Background: an optimization exercise with open tools, aiming at small area, a short achievable clock period and few clock cycles per item. Do not read the settings as production practice.
No functional check of the RTL was part of any run shown here.
Power is estimated from default activity; no workload was simulated.

### flow/config.mk
export PLATFORM = sky130hd
export DESIGN_NAME = matrix_rotate_clockwise_core
export DESIGN_NICKNAME = matrix_rotate_clockwise_core
export VERILOG_FILES = /design/flow/design.v
export SDC_FILE = /design/flow/constraint.sdc
export NUM_CORES = 4
export LEC_CHECK = 0
export CAP_MARGIN = 20
export CORE_MARGIN = 2
export CORE_UTILIZATION = 40
export PLACE_DENSITY = 0.6
export SETUP_SLACK_MARGIN = 3.0
export SLEW_MARGIN = 20
### flow/constraint.sdc
create_clock -name core_clock -period 5.0 [get_ports {i_clk}]
set_input_delay 1.0000 -clock core_clock [delete_from_list [all_inputs] [get_ports {i_clk}]]
set_output_delay 1.0000 -clock core_clock [all_outputs]
set_load 0.01 [all_outputs]
### flow/design.v
`default_nettype none
module matrix_rotate_clockwise_core (
    input  wire logic                  i_clk,
    input  wire logic                  i_rst_n,
    input  wire logic                  i_cfg_valid,
    output logic                       o_cfg_ready,
    input  wire logic [3:0]            i_cfg_matrix_dim,
    input  wire logic                  i_elem_valid,
    output logic                       o_elem_ready,
    input  wire logic [31:0]           i_elem_element_in,
    output logic                       o_rot_valid,
    input  wire logic                  i_rot_ready,
    output logic [31:0]                o_rot_element_out,
    output logic                       o_rot_last_of_matrix
);
    logic [2:0]  r_dm1;      
    logic        r_d1;       
    logic [1:0]  r_ph;       
    logic [5:0]  r_waddr;
    logic [2:0]  r_wrow;
    logic [2:0]  r_wcol;
    logic        r_wwrap;    
    logic        r_wlast;    
    logic        r_rv;       
    logic [5:0]  r_raddr;
    logic [2:0]  r_rrow;
    logic [2:0]  r_rcol;
    logic        r_rwrap;
    logic        r_rlast;
    logic [6:0]  r_gap;      
    logic        r_ready;
    logic        r_ovalid;
    logic        r_olast;
    logic [31:0] r_odata;
    logic [31:0] r_mem [64];
    function automatic logic [5:0] f_start(input logic [1:0] m, input logic [2:0] dm1);
        case (m)
            2'd0: f_start = {3'd0, 3'd0};
            2'd1: f_start = {dm1, 3'd0};
            2'd2: f_start = {dm1, dm1};
            default: f_start = {3'd0, dm1};
        endcase
    endfunction
    function automatic logic [5:0] f_step(input logic [1:0] m, input logic [2:0] dm1,
                                          input logic [5:0] a, input logic wrap);
        logic [2:0] row;
        logic [2:0] col;
        row = a[5:3];
        col = a[2:0];
        case (m)
            2'd0: f_step = wrap ? {row + 3'd1, 3'd0} : {row, col + 3'd1};
            2'd1: f_step = wrap ? {dm1, col + 3'd1}  : {row - 3'd1, col};
            2'd2: f_step = wrap ? {row - 3'd1, dm1}  : {row, col - 3'd1};
            default: f_step = wrap ? {3'd0, col - 3'd1} : {row + 3'd1, col};
        endcase
    endfunction
    function automatic logic [2:0] f_clamp(input logic [3:0] raw);
        if (raw == 4'd0)      f_clamp = 3'd0;
        else if (raw > 4'd8)  f_clamp = 3'd7;
        else                  f_clamp = 3'(raw - 4'd1);
    endfunction
    logic [1:0] c_ph1;
    logic [5:0] c_waddr;
    logic [2:0] c_wrow;
    logic [2:0] c_wcol;
    logic       c_wwrap;
    logic       c_wlast;
    logic [5:0] c_raddr;
    logic [2:0] c_rrow;
    logic [2:0] c_rcol;
    logic       c_rwrap;
    logic       c_rlast;
    logic [6:0] c_gap_inc;
    logic [6:0] c_gap_dec;
    logic       c_gap_ge1;
    logic       c_gap_ge2;
    logic [2:0] c_cfg_dm1;
    always_comb begin
        c_ph1   = r_ph + 2'd1;
        c_waddr = r_wlast ? f_start(c_ph1, r_dm1) : f_step(r_ph, r_dm1, r_waddr, r_wwrap);
        c_wcol  = r_wwrap ? 3'd0 : r_wcol + 3'd1;
        c_wrow  = r_wlast ? 3'd0 : (r_wwrap ? r_wrow + 3'd1 : r_wrow);
        c_wwrap = (c_wcol == r_dm1);
        c_wlast = c_wwrap && (c_wrow == r_dm1);
        c_raddr = r_rlast ? f_start(c_ph1, r_dm1)
                          : f_step(r_rv ? r_ph : c_ph1, r_dm1, r_raddr, r_rwrap);
        c_rcol  = r_rwrap ? 3'd0 : r_rcol + 3'd1;
        c_rrow  = r_rlast ? 3'd0 : (r_rwrap ? r_rrow + 3'd1 : r_rrow);
        c_rwrap = (c_rcol == r_dm1);
        c_rlast = c_rwrap && (c_rrow == r_dm1);
        c_gap_inc = r_gap + 7'd1;
        c_gap_dec = r_gap - 7'd1;
        c_gap_ge1 = (r_gap != 7'd0);
        c_gap_ge2 = (r_gap[6:1] != 6'd0);
        c_cfg_dm1 = f_clamp(i_cfg_matrix_dim);
    end
    logic w_we;
    logic w_complete;
    logic w_re;
    assign w_we       = i_elem_valid & r_ready;
    assign w_complete = w_we & r_wlast;
    assign w_re       = (!r_ovalid | i_rot_ready) & (r_rv | (w_complete & !r_d1));
    always_ff @(posedge i_clk) begin
        if (!i_rst_n || i_cfg_valid) begin
            r_dm1   <= i_rst_n ? c_cfg_dm1 : 3'd2;
            r_d1    <= i_rst_n ? (c_cfg_dm1 == 3'd0) : 1'b0;
            r_ph    <= 2'd0;
            r_waddr <= 6'd0;
            r_wrow  <= 3'd0;
            r_wcol  <= 3'd0;
            r_wwrap <= i_rst_n ? (c_cfg_dm1 == 3'd0) : 1'b0;
            r_wlast <= i_rst_n ? (c_cfg_dm1 == 3'd0) : 1'b0;
            r_rv    <= 1'b0;
            r_raddr <= {(i_rst_n ? c_cfg_dm1 : 3'd2), 3'd0};
            r_rrow  <= 3'd0;
            r_rcol  <= 3'd0;
            r_rwrap <= i_rst_n ? (c_cfg_dm1 == 3'd0) : 1'b0;
            r_rlast <= i_rst_n ? (c_cfg_dm1 == 3'd0) : 1'b0;
            r_gap   <= 7'd0;
            r_ready <= 1'b1;
        end else begin
            if (w_complete) begin
                r_ph <= c_ph1;
            end
            if (w_we) begin
                r_waddr <= c_waddr;
                r_wrow  <= c_wrow;
                r_wcol  <= c_wcol;
                r_wwrap <= c_wwrap;
                r_wlast <= c_wlast;
            end
            if (w_re) begin
                r_raddr <= c_raddr;
                r_rrow  <= c_rrow;
                r_rcol  <= c_rcol;
                r_rwrap <= c_rwrap;
                r_rlast <= c_rlast;
            end
            if (r_rv) begin
                if (w_re & r_rlast) begin
                    r_rv <= 1'b0;
                end
                if (w_re & !w_we) begin
                    r_gap   <= c_gap_inc;
                    r_ready <= 1'b1;
                end else if (!w_re & w_we) begin
                    r_gap   <= c_gap_dec;
                    r_ready <= c_gap_ge2;
                end else begin
                    r_ready <= c_gap_ge1 | (w_re & r_rlast);
                end
            end else begin
                r_rv    <= w_complete;
                r_gap   <= {6'd0, w_re};
                r_ready <= !w_complete | w_re;
            end
        end
    end
    logic [63:0] w_rsel;
    logic [31:0] w_rdata;
    always_comb begin
        w_rsel  = 64'd1 << r_raddr;
        w_rdata = '0;
        for (int i = 0; i < 64; i++) begin
            w_rdata = w_rdata | (r_mem[i] & {32{w_rsel[i]}});
        end
    end
    always_ff @(posedge i_clk) begin
        if (w_we) begin
            r_mem[r_waddr] <= i_elem_element_in;
        end
        if (w_re) begin
            r_odata <= w_rdata;
            r_olast <= r_rv & r_rlast;
        end
    end
    always_ff @(posedge i_clk) begin
        if (!i_rst_n) begin
            r_ovalid <= 1'b0;
        end else if (w_re) begin
            r_ovalid <= 1'b1;
        end else if (i_rot_ready) begin
            r_ovalid <= 1'b0;
        end
    end
    assign o_cfg_ready          = 1'b1;
    assign o_elem_ready         = r_ready;
    assign o_rot_valid          = r_ovalid;
    assign o_rot_element_out    = r_odata;
    assign o_rot_last_of_matrix = r_olast;
endmodule
`default_nettype wire
### flow/run.sh
#!/bin/bash
# synth_recipe.tcl (not shown) runs the flow's synth.tcl, then flattens the netlist and writes it again
# the make line also repeats each setting of config.mk as NAME=value (left out here)
make -C /OpenROAD-flow-scripts/flow DESIGN_CONFIG=/design/flow/config.mk WORK_HOME=/design/flow/orfs CLKGATE_MAP_FILE= SYNTH_SCRIPT=/design/flow/synth_recipe.tcl finish
==> impl_metrics.env, run 1 <==
export IMPL_outcome="timing/DRC/antenna clean"
export IMPL_drtIter0Drc=9005
export IMPL_ir_drop_mv=0.3237
export IMPL_slew_limit_headroom_pct=37.49
export IMPL_synth_top_area_share_pct=79.34
export IMPL_required_ns=5.61
export IMPL_place_area_um2=85260
export IMPL_yosys_cell_types_count=71
export IMPL_async_reset_ff_share_pct=0
export IMPL_slew_viol_final=0
export IMPL_nNetsFinal=5211
export IMPL_yosys_warnings=1
export IMPL_track_usage_pct=28.07
export IMPL_synth_most_common_cell="edfxtp_1"
export IMPL_worst_setup_path_type="register to register"
export IMPL_critPathLaunchType="register"
export IMPL_place_ws_ns=1.070
export IMPL_yosys_most_used_dff="edfxtp_1"
export IMPL_min_path_type="register to register"
export IMPL_synthToLayoutAreaGrowth_pct=24.34
export IMPL_hold_buffers=0
export IMPL_yosys_area_top_type="edfxtp_1"
export IMPL_end_kind="register"
export IMPL_synth_cells=4509
export IMPL_dpl_hpwl_um=168100
export IMPL_io_buffer_count=75
export IMPL_power_density_nw_per_um2=375.3
export IMPL_fin_area_um2=98450
export IMPL_grt_ovfl_total=0
export IMPL_dr_pass1_iters=8
export IMPL_cts_made_buffers=200
export IMPL_antenna_found_initial=14
export IMPL_avgSynthCellArea_um2=17.56
export IMPL_worst_slew_pin_slew_ns=0.9314
export IMPL_hold_viol=0
export IMPL_grt_max_degree=65
export IMPL_clk_pin_slew_worst_paths_ns=0.06
export IMPL_pin_count=77
export IMPL_tritoncts="yes"
export IMPL_fmax_mhz=316.5
export IMPL_ant_nets=0
export IMPL_syn_area_um2=79180
export IMPL_grt_pass1_vias=47410
export IMPL_root_buffer="clkbuf_16"
export IMPL_rsz0062_at_grt="yes"
export IMPL_setup_tns_ns=0
export IMPL_dieArea_um2=201500
export IMPL_fin_crit_sh_pct=63.20
export IMPL_viasPerCell=6.418
export IMPL_setup_ws_ns=1.840
export IMPL_place_congestion=0.8970
export IMPL_clk_path_buf_depth=3
export IMPL_synth_common_cells="edfxtp_1, a22oi_1, nand2_1"
export IMPL_ys_seq_elements=2125
export IMPL_maxCapViolCount=0
export IMPL_wl_per_cell_um=37.15
export IMPL_synth_edf_count=2092
export IMPL_die_height_um=448.9
export IMPL_leakage_nw=31.78
export IMPL_fp_dieW_um=448.9
export IMPL_coreArea_um2=197000
export IMPL_initial_core_util_pct=40.19
export IMPL_yosys_top_cells_area="edfxtp_1, a22oi_1, mux2i_1"
export IMPL_insertion_delay_ns=0.89
export IMPL_drt_total_wl_um=295500
export IMPL_ys_seq_area_share_pct=80.17
export IMPL_remaining_drc_errors=0
export IMPL_rows=163
export IMPL_drive_gt1_share_pct=27.76
export IMPL_finalCriticalPeriod_ns=3.160
export IMPL_arrival_ns=3.77
export IMPL_grt_pass1_wl_um=392300
export IMPL_fin_skew_ns=0.05726
export IMPL_htreeDepth=4
export IMPL_critPathMaxFanout=23
export IMPL_setup_viol=0
export IMPL_cts_sinks=2125
export IMPL_synthesis_nets=4582
export IMPL_num_vias=51050
[repair_timing]
| item | in CTS | in global routing |
|---|---|---|
| pin swaps | 137 | 127 |
| cloned | 29 | 9 |
| endpoints found under the setup margin | 2179 | 632 |
| hold endpoints to repair | 0 | 0 |
| buffers inserted | 254 | 88 |
| resized for setup | 637 | 193 |
[cell families (layout without fill, tap and decap cells)]
group	count (synthesis)	in the layout	synth area share [%]
compound gates	1112	1112	10.64
mux	141	141	1.819
fa+ha+maj	32	32	0.5151
flops	2125	2125	80.17
buf+inv	281	1065	1.522
xor+xnor	34	34	0.3761
other cells	1	9	0.004736
simple gates	783	797	4.952
[metal layers]
layer	vias to the layer above	global-route usage [%]	part of all wire [%]
li1	19950	-	-
met1	26100	36.87	36
met3	828	8.065	14
met5	-	0	0.013
met4	6	14.35	6.2
met2	4168	42.55	44
[registers in the layout, indices dropped and copies added (netlist names)]
name and count:
r_mem 2048, r_rwrap 1, r_wcol 3, r_ovalid 1
r_olast 1, r_rrow 3, r_wrow 3, r_dm1 3
r_wwrap 1, r_rcol 3, r_raddr 6, r_wlast 1
r_d1 1, r_ready 1, r_gap 7, r_ph 2
r_odata 32, r_rlast 1, r_waddr 6, r_rv 1
[worst paths after layout]
kind                                        startpoint  slack (ns)  depth (start not counted)                      to
worst min-delay path            r_rrow[2]$_SDFFE_PP0P_        0.47                          2  r_rrow[2]$_SDFFE_PP0P_
worst max-delay path              r_raddr[3]$_DFFE_PP_        1.84                         10    r_odata[2]$_DFFE_PP_
worst max register to register    r_raddr[3]$_DFFE_PP_        1.84                         10    r_odata[2]$_DFFE_PP_
worst min register to register  r_rrow[2]$_SDFFE_PP0P_        0.47                          2  r_rrow[2]$_SDFFE_PP0P_
[metrics by stage]
step / utilization [%] / std cells / hold WS [ns] / power, W
2_1_floorplan: - / 4509 / 0.4481 / 0.02083
3_3_place_gp: 43.27 / 7195 / 0.4555 / 0.02160
3_5_place_dp: 43.28 / 7196 / 0.4658 / 0.02162
4_1_cts: 48.99 / 7850 / 0.4739 / 0.03679
5_1_grt: 49.97 / 7949 / 0.4979 / 0.03769
6_report: 49.97 / 7955 / 0.4725 / 0.03695
[worst max-delay path, stage by stage, from the launching register on]
cell,delay [ns]
edfxtp_1,0.41
buf_6,0.14
buf_16,0.12
buf_4,0.15
nor2_4,0.08
buf_8,0.19
a22oi_2,0.23
o22ai_4,0.15
a221o_1,0.34
or4_4,0.54
or4_1,0.53
[final cells by class]
class	instances	area, µm²
multi-input cells	2117	17950
clock buffers	249	5210
inverters	28	141.4
repair buffers	666	7096
clock inverters	122	1212
fillers	15890	98560
flip-flops and latches	2125	63520
diodes	8	20.02
well taps	2640	3303
[report_power, final]
part / total [W] / leakage (nW) / switching, W / internal [W]
combinational: 0.00214 / 9.55 / 0.00139 / 0.000750
clock: 0.0151 / 3.12 / 0.00676 / 0.00836
sequential: 0.0197 / 19.1 / 0.0000566 / 0.0196
[placed cells by master (no fill, tap or decap), types with 53 or more instances in the layout]
cell type,count
a22oi_1,591
edfxtp_1,2092
buf_2,53
nand4_1,110
buf_6,70
nor2_1,60
clkbuf_16,208
clkinv_1,57
nand2_1,175
a22oi_2,94
mux2i_1,113
buf_12,81
a22o_1,61
buf_4,385
nor2_4,112
==> inputs of run 2 (changes only) <==
--- a/flow/config.mk
+++ b/flow/config.mk
@@ -11,3 +11,2 @@
 export PLACE_DENSITY = 0.6
-export SETUP_SLACK_MARGIN = 3.0
 export SLEW_MARGIN = 20
==> impl_metrics.env, run 2 <==
export IMPL_outcome="timing/DRC/antenna clean"
export IMPL_fin_crit_sh_pct=78.62
export IMPL_grt_pass1_vias=44740
export IMPL_worst_path_buf_inv=2
export IMPL_power_switching_w=0.007886
export IMPL_ir_drop_mv=0.3455
export IMPL_setup_ws_ns=1.069
export IMPL_tritoncts="yes"
export IMPL_synthesis_nets=4582
export IMPL_critPathMaxStageDelay_ns=0.66
export IMPL_nNetsFinal=4851
export IMPL_maxCapViolCount=0
export IMPL_seqPwrFrac_pct=54.2
export IMPL_root_buffer="clkbuf_16"
export IMPL_setup_tns_ns=0
export IMPL_cts_made_buffers=208
export IMPL_drive_gt1_share_pct=13.76
export IMPL_fmax_mhz=254.4
export IMPL_die_height_um=448.9
export IMPL_fin_util_pct=46.45
export IMPL_synthToLayoutAreaGrowth_pct=15.56
export IMPL_fin_skew_ns=0.05596
export IMPL_syn_area_um2=79180
export IMPL_grt_ovfl_total=0
export IMPL_leakage_nw=28.77
export IMPL_hold_buffers=0
export IMPL_remaining_drc_errors=0
export IMPL_post_cts_buffers=0
export IMPL_insertion_delay_ns=0.87
export IMPL_yosys_top_cells_area="edfxtp_1, a22oi_1, mux2i_1"
export IMPL_synth_edf_count=2092
export IMPL_crit_slowest_cell="dfxtp_1"
export IMPL_drtIter0Drc=7796
export IMPL_slew_limit_headroom_pct=17.31
export IMPL_yosys_cell_types_count=71
export IMPL_final_cell_mix="edfxtp_1, a22oi_1, clkbuf_16"
export IMPL_rows=163
export IMPL_track_usage_pct=25.99
export IMPL_ant_nets=0
export IMPL_hold_viol=0
export IMPL_pwr_share_comb_pct=4.3
export IMPL_setup_viol=0
export IMPL_clk_pin_slew_worst_paths_ns=0.06
export IMPL_critPathMaxFanout=11
export IMPL_r2r_slack_ns=1.07
export IMPL_avgSynthCellArea_um2=17.56
export IMPL_async_reset_ff_share_pct=0
export IMPL_largest_reg_flops=2048
export IMPL_crit_chain="buf_4 > nand2b_1 > nor2_4 > buf_4 > a22oi_1 > nand3_1 > or4_1 > or4_1"
export IMPL_layout_commonest_cell="edfxtp_1"
export IMPL_place_ws_ns=0.8112
export IMPL_worst_setup_path_type="register to register"
export IMPL_clkPwrFrac_pct=41.6
export IMPL_critPathLaunchType="register"
export IMPL_viasPerCell=6.266
export IMPL_min_path_type="register to register"
export IMPL_place_congestion=0.8973
export IMPL_cellInternalPower_w=0.02851
export IMPL_slew_viol_final=0
export IMPL_grt_pass1_wl_um=366300
export IMPL_rsz0062_at_grt="no"
export IMPL_clk_path_buf_depth=3
export IMPL_synth_most_common_cell="edfxtp_1"
export IMPL_top_regs="r_mem x2048, r_odata x32, r_gap x7"
export IMPL_htreeDepth=4
export IMPL_cts_sinks=2125
export IMPL_coreArea_um2=197000
export IMPL_arrival_ns=4.52
export IMPL_initial_core_util_pct=40.19
export IMPL_io_buffer_count=75
export IMPL_wl_per_cell_um=35.34
export IMPL_dieArea_um2=201500
export IMPL_required_ns=5.59
export IMPL_yosys_most_used_dff="edfxtp_1"
export IMPL_fp_dieW_um=448.9
export IMPL_synth_cells=4509
export IMPL_end_kind="register"
export IMPL_num_vias=47540
export IMPL_drt_total_wl_um=268200
export IMPL_ys_seq_area_share_pct=80.17
export IMPL_worst_slew_pin_slew_ns=1.240
export IMPL_grt_max_degree=68
export IMPL_finalCriticalPeriod_ns=3.931
export IMPL_antenna_found_initial=8
export IMPL_dr_pass1_iters=6
export IMPL_pin_count=77
export IMPL_yosys_warnings=1
export IMPL_synth_top_area_share_pct=79.34
export IMPL_yosys_area_top_type="edfxtp_1"
export IMPL_power_density_nw_per_um2=397.7
export IMPL_critPathTopFamily="simple AND/OR/NAND/NOR gates"
export IMPL_hold_ws_ns=0.4696
export IMPL_ys_seq_elements=2125
export IMPL_cts_resized=0
export IMPL_switching_share_pct=21.67
export IMPL_top_register="r_mem"
export IMPL_synth_common_cells="edfxtp_1, a22oi_1, nand2_1"
export IMPL_dpl_hpwl_um=170500
[run 2: metal layers]
layer | global-route usage, % | part of all wire [%] | vias up
li1 | - | - | 19200
met1 | 34.95 | 38 | 24600
met2 | 40.67 | 46 | 3224
met3 | 4.860 | 11 | 520
met4 | 12.86 | 5.5 | 2
met5 | 0 | 0.0052 | -
[run 2: logic make-up after synthesis]
| kind of cell | count (synthesis) | synth area share (%) |
|---|---|---|
| AOI/OAI and AO/OA | 1112 | 10.64 |
| xor gates and xnor gates | 34 | 0.3761 |
| adders and majority gates | 32 | 0.5151 |
| buffers and inverters | 281 | 1.522 |
| DFF | 2125 | 80.17 |
| muxes | 141 | 1.819 |
| other | 1 | 0.004736 |
| and+or+nand+nor | 783 | 4.952 |
[run 2: path summary, 6_finish.rpt]
| path | start | end | cells past startpoint |
|---|---|---|---|
| max | r_raddr[2]$_SDFFE_PP0P_ | r_odata[9]$_DFFE_PP_ | 8 |
| min | r_rrow[2]$_SDFFE_PP0P_ | r_rrow[2]$_SDFFE_PP0P_ | 2 |
| max reg2reg | r_raddr[2]$_SDFFE_PP0P_ | r_odata[9]$_DFFE_PP_ | 8 |
| min reg2reg | r_rrow[2]$_SDFFE_PP0P_ | r_rrow[2]$_SDFFE_PP0P_ | 2 |
[run 2: area by class of cell]
type	count	area (µm²)
Timing Repair Buffer	312	2850
Tap cell	2640	3303
Clock buffer	279	5545
Multi-Input combinational cell	2103	15270
Inverter	28	105.1
Antenna cell	6	15.01
Fill cell	16670	105500
Clock inverter	95	938.4
Sequential cell	2125	63480
[run 2: worst min-delay path, delay by kind of cell, from the launching register on]
| family | cells | cell delay [ns] |
|---|---|---|
| flops | 1 | 0.31 |
| compound gates | 1 | 0.05 |
| simple gates | 1 | 0.05 |
[run 2: power by group through the flow]
stage	sequential [W]	combinational (W)	clock [W]
global placement	0.0201	0.00150	0
global route	0.0197	0.00161	0.0159
CTS	0.0197	0.00152	0.0152
detailed placement	0.0201	0.00152	0
finish	0.0197	0.00155	0.0151
floorplan	0.0201	0.000677	0
[run 2: stage by stage]
step | total power, W | area [µm²] | std cells
after global routing | 0.03723 | 91490 | 7582
final | 0.03640 | 91510 | 7588
after floorplan | 0.02074 | 79180 | 4509
after CTS | 0.03647 | 91480 | 7582
after detailed placement | 0.02162 | 85000 | 7208
after global placement | 0.02160 | 84990 | 7208
==> inputs of run 3 (changes only) <==
--- a/flow/design.v
+++ b/flow/design.v
@@ -1 +1,28 @@
+`default_nettype none
+module mrc_rd_aoi (
+    input  wire logic [31:0] i_a,
+    input  wire logic        i_sa,
+    input  wire logic [31:0] i_b,
+    input  wire logic        i_sb,
+    output logic      [31:0] o_y
+);
+    assign o_y = ~((i_a & {32{i_sa}}) | (i_b & {32{i_sb}}));
+endmodule
+module mrc_rd_nand4 (
+    input  wire logic [31:0] i_x0,
+    input  wire logic [31:0] i_x1,
+    input  wire logic [31:0] i_x2,
+    input  wire logic [31:0] i_x3,
+    output logic      [31:0] o_y
+);
+    assign o_y = ~(i_x0 & i_x1 & i_x2 & i_x3);
+endmodule
+module mrc_rd_nor2 (
+    input  wire logic [31:0] i_x0,
+    input  wire logic [31:0] i_x1,
+    output logic      [31:0] o_y
+);
+    assign o_y = ~(i_x0 | i_x1);
+endmodule
+`default_nettype wire
 `default_nettype none
@@ -25,2 +52,3 @@
     logic [5:0]  r_raddr;
+    logic [63:0] r_rsel;     
     logic [2:0]  r_rrow;
@@ -114,2 +142,3 @@
             r_raddr <= {(i_rst_n ? c_cfg_dm1 : 3'd2), 3'd0};
+            r_rsel  <= 64'd1 << {(i_rst_n ? c_cfg_dm1 : 3'd2), 3'd0};
             r_rrow  <= 3'd0;
@@ -133,2 +162,3 @@
                 r_raddr <= c_raddr;
+                r_rsel  <= 64'd1 << c_raddr;
                 r_rrow  <= c_rrow;
@@ -158,11 +188,38 @@
     end
-    logic [63:0] w_rsel;
+    logic [31:0] w_rd_l1 [32];
+    logic [31:0] w_rd_l2 [8];
+    logic [31:0] w_rd_l3 [4];
     logic [31:0] w_rdata;
-    always_comb begin
-        w_rsel  = 64'd1 << r_raddr;
-        w_rdata = '0;
-        for (int i = 0; i < 64; i++) begin
-            w_rdata = w_rdata | (r_mem[i] & {32{w_rsel[i]}});
-        end
-    end
+    for (genvar g = 0; g < 32; g++) begin : g_rd_l1
+        mrc_rd_aoi u_aoi (
+            .i_a  (r_mem[2*g]),
+            .i_sa (r_rsel[2*g]),
+            .i_b  (r_mem[2*g+1]),
+            .i_sb (r_rsel[2*g+1]),
+            .o_y  (w_rd_l1[g])
+        );
+    end
+    for (genvar g = 0; g < 8; g++) begin : g_rd_l2
+        mrc_rd_nand4 u_nand (
+            .i_x0 (w_rd_l1[4*g]),
+            .i_x1 (w_rd_l1[4*g+1]),
+            .i_x2 (w_rd_l1[4*g+2]),
+            .i_x3 (w_rd_l1[4*g+3]),
+            .o_y  (w_rd_l2[g])
+        );
+    end
+    for (genvar g = 0; g < 4; g++) begin : g_rd_l3
+        mrc_rd_nor2 u_nor (
+            .i_x0 (w_rd_l2[2*g]),
+            .i_x1 (w_rd_l2[2*g+1]),
+            .o_y  (w_rd_l3[g])
+        );
+    end
+    mrc_rd_nand4 u_rd_l4 (
+        .i_x0 (w_rd_l3[0]),
+        .i_x1 (w_rd_l3[1]),
+        .i_x2 (w_rd_l3[2]),
+        .i_x3 (w_rd_l3[3]),
+        .o_y  (w_rdata)
+    );
     always_ff @(posedge i_clk) begin
--- a/flow/config.mk
+++ b/flow/config.mk
@@ -9,4 +9,6 @@
 export CORE_MARGIN = 2
-export CORE_UTILIZATION = 40
-export PLACE_DENSITY = 0.6
+export CORE_UTILIZATION = 55
+export PLACE_DENSITY = 0.7
 export SLEW_MARGIN = 20
+export SYNTH_HIERARCHICAL = 1
+export SYNTH_MINIMUM_KEEP_SIZE = 0
==> impl_metrics.env, run 3 <==
export IMPL_critPathTopFamily="compound AO/OA/AOI/OAI gates"
export IMPL_layout_commonest_cell="edfxtp_1"
export IMPL_wl_per_cell_um=31.76
export IMPL_worst_setup_path_type="register to register"
export IMPL_outcome="timing/DRC/antenna clean"
export IMPL_slew_limit_headroom_pct=26.13
export IMPL_htreeDepth=4
export IMPL_yosys_area_top_type="edfxtp_1"
export IMPL_cts_sinks=2189
export IMPL_synth_common_cells="edfxtp_1, a22oi_1, nand4_1"
export IMPL_arrival_ns=4.65
export IMPL_min_path_type="register to register"
export IMPL_setup_ws_ns=0.8932
export IMPL_drt_total_wl_um=214700
export IMPL_fmax_mhz=243.5
export IMPL_worst_slew_pin_slew_ns=1.105
export IMPL_synthesis_nets=4515
export IMPL_num_vias=45420
export IMPL_critPathLaunchType="register"
export IMPL_synth_top_area_share_pct=80.23
export IMPL_avgSynthCellArea_um2=18.16
export IMPL_synth_cells=4444
export IMPL_post_cts_buffers=0
export IMPL_cp_common_cell="inv_1"
export IMPL_ir_drop_mv=0.3764
export IMPL_nNetsFinal=4745
export IMPL_cts_resized=0
export IMPL_synth_most_common_cell="edfxtp_1"
export IMPL_top_register="r_mem"
export IMPL_crit_slowest_cell="a31oi_1"
export IMPL_largest_reg_flops=2048
export IMPL_setup_tns_ns=0
export IMPL_clk_pin_slew_worst_paths_ns=0.06
export IMPL_grt_ovfl_total=0
export IMPL_tritoncts="yes"
export IMPL_end_kind="register"
export IMPL_dr_pass1_iters=6
export IMPL_rows=140
export IMPL_required_ns=5.55
export IMPL_met3_length_um=24950
export IMPL_clk_path_buf_depth=3
export IMPL_hold_buffers=0
export IMPL_yosys_warnings=10
export IMPL_power_density_nw_per_um2=412.2
export IMPL_cts_made_buffers=206
export IMPL_top_regs="r_mem x2048, r_rsel x64, r_odata x32"
export IMPL_pin_count=77
export IMPL_maxCapViolCount=0
export IMPL_place_congestion=0.8887
export IMPL_route_met2_wl_um=99810
export IMPL_yosys_top_cells_area="edfxtp_1, a22oi_1, nand4_1"
export IMPL_ant_nets=0
export IMPL_die_height_um=387.0
export IMPL_ys_seq_elements=2189
export IMPL_fin_skew_ns=0.03335
export IMPL_ys_seq_area_share_pct=81.05
export IMPL_wl_met1_um=82130
export IMPL_fillers=10170
export IMPL_dieArea_um2=149800
export IMPL_rsz0062_at_grt="no"
export IMPL_viasPerCell=6.718
export IMPL_syn_area_um2=80700
export IMPL_antenna_found_initial=8
export IMPL_worst_path_buf_inv=2
export IMPL_drtIter0Drc=6222
export IMPL_insertion_delay_ns=0.83
export IMPL_grt_pass1_vias=42820
export IMPL_top_layer_used="met5"
export IMPL_fin_crit_sh_pct=82.14
export IMPL_critPathMaxFanout=18
export IMPL_dpl_hpwl_um=126000
export IMPL_async_reset_ff_share_pct=0
export IMPL_synth_edf_count=2156
export IMPL_setup_viol=0
export IMPL_crit_chain="inv_1 > ha_1 > nor3b_1 > o21ai_0 > a31oi_1 > inv_1 > nand4b_1 > nor2_1"
export IMPL_grt_pass1_wl_um=303900
export IMPL_critPathMaxStageDelay_ns=0.76
export IMPL_io_buffer_count=75
export IMPL_yosys_cell_types_count=83
export IMPL_slew_viol_final=0
export IMPL_drive_gt1_share_pct=11.87
export IMPL_leakage_nw=27.66
export IMPL_final_cell_mix="edfxtp_1, a22oi_1, nand4_1"
export IMPL_root_buffer="clkbuf_16"
export IMPL_initial_core_util_pct=55.37
export IMPL_coreArea_um2=145700
export IMPL_fp_dieW_um=387.0
export IMPL_hold_viol=0
export IMPL_remaining_drc_errors=0
export IMPL_synthToLayoutAreaGrowth_pct=11.66
export IMPL_yosys_most_used_dff="edfxtp_1"
export IMPL_track_usage_pct=28.20
export IMPL_place_ws_ns=0.7581
export IMPL_finalCriticalPeriod_ns=4.107
export IMPL_grt_max_degree=65
-- run 3: power by group --
part,internal (W),switching [W]
combinational,0.000507,0.00163
sequential,0.0202,0.0000733
clock,0.00821,0.00649
-- run 3: per-module statistics from Yosys, one instance, submodules excluded --
module                        flip-flops and latches  times used
matrix_rotate_clockwise_core                    2189           1
mrc_rd_aoi                                         0          32
mrc_rd_nand4                                       0           9
mrc_rd_nor2                                        0           4
-- run 3: tightest hold or removal path: cells and delay by family, from the launching register on --
kind               cells  cell delay [ns]
DFF                    1             0.32
and+or+nand+nor        1             0.05
AOI/OAI and AO/OA      1             0.05
-- run 3: path summary, 6_finish.rpt --
kind | startpoint | endpoint | slack (ns) | cells past startpoint
min | r_wrow[2]$_SDFFE_PP0N_ | r_wrow[2]$_SDFFE_PP0N_ | 0.47 | 2
max reg2reg | r_ph[0]$_SDFFE_PP0N_ | r_rsel[0]$_SDFFCE_PP0P_ | 0.89 | 8
max | r_ph[0]$_SDFFE_PP0N_ | r_rsel[0]$_SDFFCE_PP0P_ | 0.89 | 8
min reg2reg | r_wrow[2]$_SDFFE_PP0N_ | r_wrow[2]$_SDFFE_PP0N_ | 0.47 | 2
-- run 3: area by class of cell --
| type | instances | area (µm²) | share of cell area [%] |
|---|---|---|---|
| Multi-Input combinational cell | 1989 | 13880 | 15.40 |
| Timing Repair Buffer | 262 | 2019 | 2.241 |
| Sequential cell | 2189 | 65400 | 72.58 |
| Clock buffer | 267 | 5469 | 6.069 |
| Inverter | 26 | 97.59 | 0.1083 |
| Antenna cell | 8 | 20.02 | 0.02222 |
| Clock inverter | 102 | 824.5 | 0.9150 |
| Tap cell | 1917 | 2399 | 2.662 |
-- run 3: kinds of logic after synthesis --
group | after synthesis | share of synthesized area [%]
compound gates | 1166 | 10.77
xor+xnor | 29 | 0.3147
fa+ha+maj | 32 | 0.4993
buf+inv | 266 | 2.354
flops | 2189 | 81.05
mux | 10 | 0.1318
other cells | 1 | 0.004647
simple gates | 751 | 4.882
-- run 3: per-stage QoR --
stage	total power, W	instances	area, µm²	utilization (%)	hold WS [ns]
after detailed placement	0.02279	6383	83800	57.50	0.4614
after CTS	0.03724	6752	90090	61.82	0.4693
after global placement	0.02275	6383	83800	57.50	0.4506
after global routing	0.03805	6752	90090	61.82	0.5055
final	0.03715	6760	90110	61.83	0.4691
after floorplan	0.02176	4444	80700	-	0.4400
-- run 3: layer usage --
metal,vias to the layer above,global-route usage [%]
met5,-,0
met4,12,10.03
met3,356,6.286
met2,2782,43.62
met1,23260,39.89
li1,19010,-

-- separate check: timing with driven ports --
In the flow no input, the clock included, has a driving cell. The finished layouts below were timed again as built, in two steps. Step 1 sets driving cells, clkbuf_16 on the clock port and buf_2 on the other inputs (assumed; they add their load-dependent delay and slew). Step 2, shift: input delay + t, output delay - t, t = (earliest + latest rising clock arrival at the registers) / 2. This alone moves slack from input paths to output paths. a / b / c = no drivers / after step 1 / after step 2; a / b = the first two.
| run | t, ns | setup WS [ns] | cell pins on the clock port's net |
|---|---|---|---|
| run 1 | 0.951 | 1.840 / 1.840 / 1.509 | 1 |
| run 2 | 0.933 | 1.069 / 1.069 / 0.802 | 1 |
| run 3 | 0.905 | 0.893 / 0.893 / 0.746 | 1 |
After both steps every run listed still meets setup and hold. The setup slack of run 1, which loses most, moves by 0.000 ns with the drivers and by -0.331 ns with both steps.
